Context: an optimization exercise on an open-source flow, tuned for small area and a short achievable clock period. The choices shown serve that exercise and are no tape-out recipe.
In this exercise RTL edits were held to simulation tests only and were not proved equivalent to the original.
Power is estimated from default activity; no workload was simulated.

## flow/design.v (module list and top-level ports; edited modules follow where they fit)
// module vxe_fma_top: 4125 lines
// module vxe_fa: 10 lines
// module vxe_ha: 9 lines
// module vxe_gpi: 11 lines
// module vxe_gpn: 11 lines
module vxe_fma_top (
  input  wire logic        clk,
  input  wire logic        nrst,
  input  wire logic        i_vld,
  input  wire logic [31:0] i_a,
  input  wire logic [31:0] i_x,
  input  wire logic [31:0] i_b,
  input  wire logic [3:0]  i_tag,
  output      logic        o_vld,
  output      logic [31:0] o_res,
  output      logic        o_ovf,
  output      logic [3:0]  o_tag,
  output      logic        o_busy
);
  // ...
==> flow/run.sh <==
#!/bin/bash
# synth_recipe.tcl (not shown) runs the flow's synth.tcl, then flattens the netlist and writes it again
# the make line also repeats each setting of config.mk as NAME=value (left out here)
make -C /OpenROAD-flow-scripts/flow DESIGN_CONFIG=/design/flow/config.mk WORK_HOME=/design/flow/orfs CLKGATE_MAP_FILE= SYNTH_SCRIPT=/design/flow/synth_recipe.tcl finish
==> flow/config.mk <==
export PLATFORM = sky130hd
export DESIGN_NAME = vxe_fma_top
export DESIGN_NICKNAME = vxe_fma_top
export VERILOG_FILES = /design/flow/design.v
export SDC_FILE = /design/flow/constraint.sdc
export NUM_CORES = 4
export LEC_CHECK = 0
export CAP_MARGIN = 50
export CORE_MARGIN = 2
export CORE_UTILIZATION = 40
export SLEW_MARGIN = 70
export SYNTH_HIERARCHICAL = 1
export SYNTH_MINIMUM_KEEP_SIZE = 0
==> flow/constraint.sdc <==
create_clock -name core_clock -period 10.0 [get_ports {clk}]
set_input_delay 2.0000 -clock core_clock [delete_from_list [all_inputs] [get_ports {clk}]]
set_output_delay 2.0000 -clock core_clock [all_outputs]
set_load 0.01 [all_outputs]
==> impl_metrics.env, run 1 <==
export IMPL_hold_violations=0
export IMPL_rr_worst_depth=13
export IMPL_outcome="timing/DRC/antenna clean"
export IMPL_swShare_pct=43.7
export IMPL_syn_area_per_cell_sq_um=11.3
export IMPL_routed_wl_microns=101000
export IMPL_wire_per_inst_microns=25.7
export IMPL_nNonClkBuffers=250
export IMPL_cts_root_buf="clkbuf_16"
export IMPL_crit_chain="clkdlybuf4s50_1"
export IMPL_cts_tree="done"
export IMPL_postCtsResizedCells=0
export IMPL_seq_share_pct=24.6
export IMPL_mostFrequentLayoutCell="xnor2_1"
export IMPL_seq_cells=451
export IMPL_placementRows=103
export IMPL_met2_usage_pct=38.0
export IMPL_dpl_cell_count=3855
export IMPL_pg_clk_w=0.00193
export IMPL_hpwlAfterDp_microns=70800
export IMPL_synthesis_area_sq_um=32100
export IMPL_crit_cells=1
export IMPL_maxSlewViolCount=0
export IMPL_powerSeq_w=0.00301
export IMPL_fmax_mhz=288
export IMPL_mostFrequentLayoutCells="xnor2_1 (513), a22oi_1 (496), fa_1 (457)"
==> run 2, diff against run 1 <==
==> flow/flow/run.sh (new file) <==
#!/bin/bash
set -euo pipefail
bash standard.sh \
  SETUP_SLACK_MARGIN=7.0 \
  MATCH_CELL_FOOTPRINT=0 \
  "BUFFER_PORTS_ARGS=-buffer_cell sky130_fd_sc_hd__buf_2" \
  finish > flow_make.log 2>&1
==> flow/standard.sh (new file) <==
#!/bin/bash
# synth_recipe.tcl (not shown) runs the flow's synth.tcl, then flattens the netlist and writes it again
# the make line also repeats each setting of config.mk as NAME=value (left out here)
make -C /OpenROAD-flow-scripts/flow DESIGN_CONFIG=/design/flow/config.mk WORK_HOME=/design/flow/orfs CLKGATE_MAP_FILE= SYNTH_SCRIPT=/design/flow/synth_recipe.tcl "${@:-finish}"
removed: flow/run.sh
==> run 2 against run 1 <==
Against the previous run:
- still clean
- cell area up 7.3%
- core utilization up 3.5 points
- worst hold slack better by 0.0015 ns
- clock skew up 0.039 ns
- first-iteration DRC count up 30%
- final cell count up 3.2%
- clock-buffer cell count up 2
- critical endpoint is now r2_36_2$_DFF_P_
- largest cell class unchanged
- largest power group unchanged
- highest routed layer unchanged
==> impl_metrics.env, run 2 <==
export IMPL_hold_violations=0
export IMPL_antenna_found_initial=5
export IMPL_syn2layout_area_growth_pct=25.5
export IMPL_crit_chain="buf_8 -> buf_12 -> a22oi_2 -> xnor2_1 -> fa_2 -> fa_2 -> fa_2 -> fa_2"
export IMPL_crit_top_cell="fa_2"
export IMPL_regArea_sq_um=9310
export IMPL_yosysWarnings=7
export IMPL_cts_root_buf="clkbuf_16"
export IMPL_outcome="timing/DRC/antenna clean"
export IMPL_globalRoute_totalOverflow=0
export IMPL_power_internal_w=0.00746
export IMPL_met1_usage_pct=33.0
export IMPL_cts_tree="done"
export IMPL_p_per_area_nw_per_um2=332
export IMPL_cp_required_ns=10.56
export IMPL_p_leak_nw=15.4
export IMPL_cts_buffer_depth=3
export IMPL_critPathArrivalTime_ns=3.70
export IMPL_slowest_delay_ns=0.57
export IMPL_portBuffers=141
export IMPL_clock_sinks=451
export IMPL_num_fill_cells=6804
export IMPL_synthesis_area_sq_um=32100
export IMPL_insertion_delay_ns=0.63
export IMPL_wire_per_inst_microns=27.8
export IMPL_use_met3_pct=8.42
export IMPL_cts_buffers=51
export IMPL_die_y_microns=287
export IMPL_busiest_layer="met2"
export IMPL_p_clk_share_pct=13.8
export IMPL_setup_ws_ns=6.86
export IMPL_pre_cts_slack_ns=6.64
export IMPL_grt_pass1_vias=25400
export IMPL_skew_ns=0.0565
export IMPL_setup_viol=0
export IMPL_place_congestion=0.925
export IMPL_endpoint_kind="flop"
export IMPL_dr_pass1_iters=9
export IMPL_stdcell_area_sq_um=40300
export IMPL_route_detailed_drc=0
export IMPL_viasPerCell=5.98
export IMPL_swShare_pct=44.1
export IMPL_multi_input_area_sq_um=22600
export IMPL_met2_usage_pct=39.1
export IMPL_ir_drop_uv=246
export IMPL_htreeDepth=2
export IMPL_fmax_mhz=319
export IMPL_core_region_area_sq_um=79300
export IMPL_power_frac_comb_pct=63.9
export IMPL_setup_tns_final_ns=0
export IMPL_nets=3649
export IMPL_die_w_microns=287
export IMPL_path_class="flop to flop"
export IMPL_cp_start_kind="flop"
export IMPL_mostFrequentLayoutCell="xnor2_1"
export IMPL_path_clk_slew_ns=0.07
export IMPL_io_pins=142
export IMPL_crit_path_max_fanout=12
export IMPL_start_util_pct=40.5
export IMPL_routed_wl_microns=114000
export IMPL_grt_max_degree=35
export IMPL_min_path_type="flop to flop"
export IMPL_placementRows=103
export IMPL_critPathSlowestCell="fa_2"
export IMPL_grt_util_all_layers_pct=25.6
export IMPL_ant_nets=0
export IMPL_vias=24400
export IMPL_hpwlAfterDp_microns=68200
export IMPL_layout_drive_gt1_share_pct=32.3
export IMPL_placed_area_sq_um=34500
export IMPL_maxSlewViolCount=0
export IMPL_mostFrequentLayoutCells="xnor2_1 (475), a22oi_1 (389), dfxtp_1 (356)"
export IMPL_drtIter0Drc=3344
export IMPL_rsz0062_at_grt="true"
export IMPL_syn_instance_count=2832
export IMPL_period_share_pct=31.4
export IMPL_grt_pass1_wl_microns=158000
export IMPL_max_cap_violations=0
export IMPL_switchingPower_w=0.00590
export IMPL_power_frac_seq_pct=22.3
export IMPL_die_area_sq_um=82500
export IMPL_syn_area_per_cell_sq_um=11.3
export IMPL_post_route_min_period_ns=3.14
-- run 2: worst max-delay path: cells and delay by family (launching register included) --
kind                       cells  cell delay, ns
xor gates and xnor gates       1            0.17
buffers and inverters          2            0.31
AOI/OAI and AO/OA              1            0.18
DFF                            1            0.35
adders and majority gates      4            2.05
-- run 2: worst paths after layout --
kind | start | end | slack (ns) | cells past startpoint
worst max-delay path | one_q[4]$_DFF_P_ | r2_36_2$_DFF_P_ | 6.86 | 8
worst min-delay path | slo_q[8]$_DFF_P_ | sum4[8]$_DFF_P_ | 0.32 | 0
worst max register to register | one_q[4]$_DFF_P_ | r2_36_2$_DFF_P_ | 6.86 | 8
worst min register to register | slo_q[8]$_DFF_P_ | sum4[8]$_DFF_P_ | 0.32 | 0
max in group asynchronous | nrst | v1$_DFF_PN0_ | 8.65 | 1
min in group asynchronous | nrst | v4$_DFF_PN0_ | 1.21 | 1
-- run 2: repair_timing --
| action | in CTS | in global routing |
|---|---|---|
| cloned | 16 | 19 |
| setup endpoints to repair | 120 | 107 |
| buffers inserted | 53 | 57 |
| hold buffers | 0 | 0 |
| gates resized for setup | 238 | 258 |
| pin swaps | 92 | 160 |
-- run 2: power by group through the flow --
stage,clock network (W),logic [W],registers (W)
after detailed placement,0,0.00783,0.00305
after floorplan,0,0.00567,0.00294
after CTS,0.00189,0.00818,0.00299
final,0.00184,0.00853,0.00298
after global routing,0.00196,0.00947,0.00305
after global placement,0,0.00744,0.00310
-- run 2: area by class of cell --
class                      count  share of cell area [%]
timing repair buffer         381                    12.3
inverter                     112                    1.05
tap                         1050                    3.26
sequential                   451                    23.1
multi-input combinational   1997                    56.2
clock inverter                21                   0.553
clock buffer                  71                    3.48
antenna                        1                 0.00621
-- run 2: stage by stage --
step | util [%] | power [W] | instances | hold WS (ns)
6_report | 50.8 | 0.0134 | 4084 | 0.325
5_1_grt | 50.8 | 0.0145 | 4083 | 0.327
4_1_cts | 48.1 | 0.0131 | 4001 | 0.325
3_5_place_dp | 43.6 | 0.0109 | 3840 | 0.312
3_3_place_gp | 42.0 | 0.0105 | 3802 | 0.312
2_1_floorplan | - | 0.00861 | 2838 | 0.310
-- run 2: per-layer routing --
metal	share of wire (%)	vias to the layer above
met4	5.9	12
met5	0.12	-
met2	42	1945
li1	-	9826
met3	14	472
met1	38	12200
==> run 3, diff against run 2 <==
==> flow/flow/run.sh (replaced) <==
#!/bin/bash
# The standard layout, with timing repair asked to leave extra setup margin so
# that it sizes and buffers the pipeline stages for the period the design
# reaches rather than for the 10 ns clock. Clock and constraints are unchanged.
set -euo pipefail
bash standard.sh SETUP_SLACK_MARGIN=6.8 finish > flow_make.log 2>&1
==> run 3 against run 2 <==
Against the previous run:
- still clean on timing, DRC and antenna
- routed wire length fell by 10%
- area after synthesis did not move
- non-clock buffer count fell by 111
- combinational power fell by 5.9%
- cell area fell by 6.0%
- clock power rose by 5%
- die area did not move
- critical path depth did not move
- synthesized cell count did not move
- fmax fell by 2.4%
- register-to-register slack got worse by 0.08 ns
- final cell count fell by 2.6%
- largest cell class unchanged
==> impl_metrics.env, run 3 <==
export IMPL_globalRoute_totalOverflow=0
export IMPL_regArea_sq_um=9230
export IMPL_p_per_area_nw_per_um2=342
export IMPL_htreeDepth=2
export IMPL_dr_pass1_iters=9
export IMPL_grt_max_degree=35
export IMPL_vias=23100
export IMPL_endpoint_kind="flop"
export IMPL_portBuffers=141
export IMPL_start_util_pct=40.5
export IMPL_setup_viol=0
export IMPL_syn_instance_count=2832
export IMPL_drtIter0Drc=2779
export IMPL_setup_tns_final_ns=0
export IMPL_num_fill_cells=7052
export IMPL_rsz0062_at_grt="true"
export IMPL_crit_top_cell="fa_1"
export IMPL_post_route_min_period_ns=3.21
export IMPL_min_path_type="flop to flop"
export IMPL_multi_input_area_sq_um=21400
export IMPL_routed_wl_microns=102000
export IMPL_critPathSlowestCell="fa_1"
export IMPL_mostFrequentLayoutCell="xnor2_1"
export IMPL_grt_pass1_wl_microns=155000
export IMPL_crit_chain="buf_8 -> buf_8 -> a22oi_1 -> xnor2_1 -> fa_1 -> fa_1 -> fa_1 -> fa_1"
export IMPL_place_congestion=0.922
export IMPL_max_cap_violations=0
export IMPL_p_clk_share_pct=14.9
export IMPL_syn2layout_area_growth_pct=17.9
export IMPL_cp_start_kind="flop"
export IMPL_path_clk_slew_ns=0.06
export IMPL_route_detailed_drc=0
export IMPL_swShare_pct=43.8
export IMPL_period_share_pct=32.1
export IMPL_path_class="flop to flop"
export IMPL_power_frac_seq_pct=23.2
export IMPL_die_w_microns=287
export IMPL_ir_drop_uv=262
export IMPL_layout_drive_gt1_share_pct=14.9
export IMPL_maxSlewViolCount=0
export IMPL_insertion_delay_ns=0.61
export IMPL_yosysWarnings=7
export IMPL_wire_per_inst_microns=25.7
export IMPL_viasPerCell=5.79
export IMPL_slowest_delay_ns=0.52
export IMPL_power_internal_w=0.00728
export IMPL_power_frac_comb_pct=61.9
export IMPL_cts_buffers=52
export IMPL_grt_util_all_layers_pct=24.7
export IMPL_core_region_area_sq_um=79300
export IMPL_cts_root_buf="clkbuf_16"
export IMPL_io_pins=142
export IMPL_crit_path_max_fanout=14
export IMPL_mostFrequentLayoutCells="xnor2_1 (509), a22oi_1 (494), fa_1 (454)"
export IMPL_critPathArrivalTime_ns=3.68
export IMPL_clock_sinks=451
export IMPL_cts_buffer_depth=3
export IMPL_die_y_microns=287
export IMPL_cts_tree="done"
export IMPL_grt_pass1_vias=25200
export IMPL_outcome="timing/DRC/antenna clean"
export IMPL_ant_nets=0
export IMPL_switchingPower_w=0.00568
export IMPL_p_leak_nw=14.4
export IMPL_cp_required_ns=10.47
export IMPL_hpwlAfterDp_microns=70800
export IMPL_fmax_mhz=311
export IMPL_placementRows=103
export IMPL_total_power_w=0.0130
export IMPL_hold_violations=0
export IMPL_nets=3539
export IMPL_die_area_sq_um=82500
export IMPL_antenna_found_initial=2
export IMPL_skew_ns=0.0164
export IMPL_synthesis_area_sq_um=32100
export IMPL_syn_area_per_cell_sq_um=11.3
[run 3: routing by layer]
layer | global-route usage [%] | part of all wire [%] | wire [microns] | up-vias
met3 | 7.58 | 12 | 12200 | 311
met2 | 38.2 | 44 | 45500 | 1498
met5 | 0 | 0.012 | 12 | -
met1 | 32.2 | 40 | 40600 | 11600
met4 | 9.95 | 4.0 | 4060 | 2
li1 | - | - | - | 9596
[run 3: power groups by stage]
stage / logic, W / registers [W] / clock network [W]
after floorplan: 0.00567 / 0.00294 / 0
after global placement: 0.00750 / 0.00314 / 0
after detailed placement: 0.00795 / 0.00306 / 0
after CTS: 0.00799 / 0.00302 / 0.00199
after global routing: 0.00897 / 0.00307 / 0.00206
final: 0.00803 / 0.00300 / 0.00193
[run 3: critical path: cells and delay by family (launching register included)]
family          cells  cell delay [ns]
fa+ha+maj           4             1.97
flops               1             0.42
buf+inv             2             0.39
xor+xnor            1             0.19
compound gates      1             0.11
[run 3: area by class of cell]
cell class              instances  share of cell area (%)
clock inverters                28                   0.714
repair buffers                270                    9.69
multi-input cells            1997                    56.6
diodes                          2                  0.0132
flip-flops and latches        451                    24.4
clock buffers                  69                    3.96
inverters                     112                    1.11
well taps                    1050                    3.47
[run 3: worst paths after layout]
path | start | end | slack (ns) | cells after the start
min | slo_q[14]$_DFF_P_ | sum4[14]$_DFF_P_ | 0.32 | 0
max in group asynchronous | nrst | o_vld$_DFF_PN0_ | 8.15 | 1
min reg2reg | slo_q[14]$_DFF_P_ | sum4[14]$_DFF_P_ | 0.32 | 0
max | two_q[14]$_DFF_P_ | r2_33_3$_DFF_P_ | 6.79 | 8
min in group asynchronous | nrst | v1$_DFF_PN0_ | 1.64 | 1
max reg2reg | two_q[14]$_DFF_P_ | r2_33_3$_DFF_P_ | 6.79 | 8
[run 3: per-stage QoR]
step / utilization [%] / instance area, sq um / hold slack (ns) / setup WS, ns / std cells
after CTS: 47.2 / 37400 / 0.323 / 6.72 / 3955
final: 47.8 / 37900 / 0.323 / 6.79 / 3979
after global placement: 42.8 / 34000 / 0.312 / 6.42 / 3794
after global routing: 47.8 / 37800 / 0.329 / 6.74 / 3978
after detailed placement: 44.9 / 35600 / 0.312 / 6.69 / 3855
after floorplan: - / 32100 / 0.310 / 7.03 / 2838
[run 3: timing repair]
item / CTS / global route
buffers inserted: 3 / 15
resized for setup: 80 / 60
pin swaps: 1 / 8
endpoints found under the setup margin: 45 / 39
cloned: 0 / 2
hold buffers: 0 / 0

[separate check: timing with driven ports]
The flow's constraints put no driver on any port. The routed layouts listed below were extracted and timed again, unchanged, in two steps.
Step 1, drivers: a clkbuf_16 drives clk and a buf_2 each remaining input, both assumed.
Step 2 moves the port delays by t, midway between the first and last clock arrival at a register: inputs arrive t later, outputs are due t later. That takes back most of the time a late clock gives input paths.
Three values: ideal, step 1, step 2; two values: the first two.
| run | shift t [ns] | setup WS [ns] | slew at the worst register clock pin (ns) | worst slew at a driven data input, ns | cell pins on the clock port's net |
|---|---|---|---|---|---|
| run 1 | 0.657 | 6.524 / 6.463 / 6.690 | 0.07 / 0.07 | 0.05 | 1 |
| run 2 | 0.662 | 6.862 / 6.837 / 6.862 | 0.08 / 0.08 | 0.08 | 1 |
| run 3 | 0.659 | 6.787 / 6.779 / 6.787 | 0.07 / 0.07 | 0.06 | 1 |
After both steps every run listed still meets setup and hold.
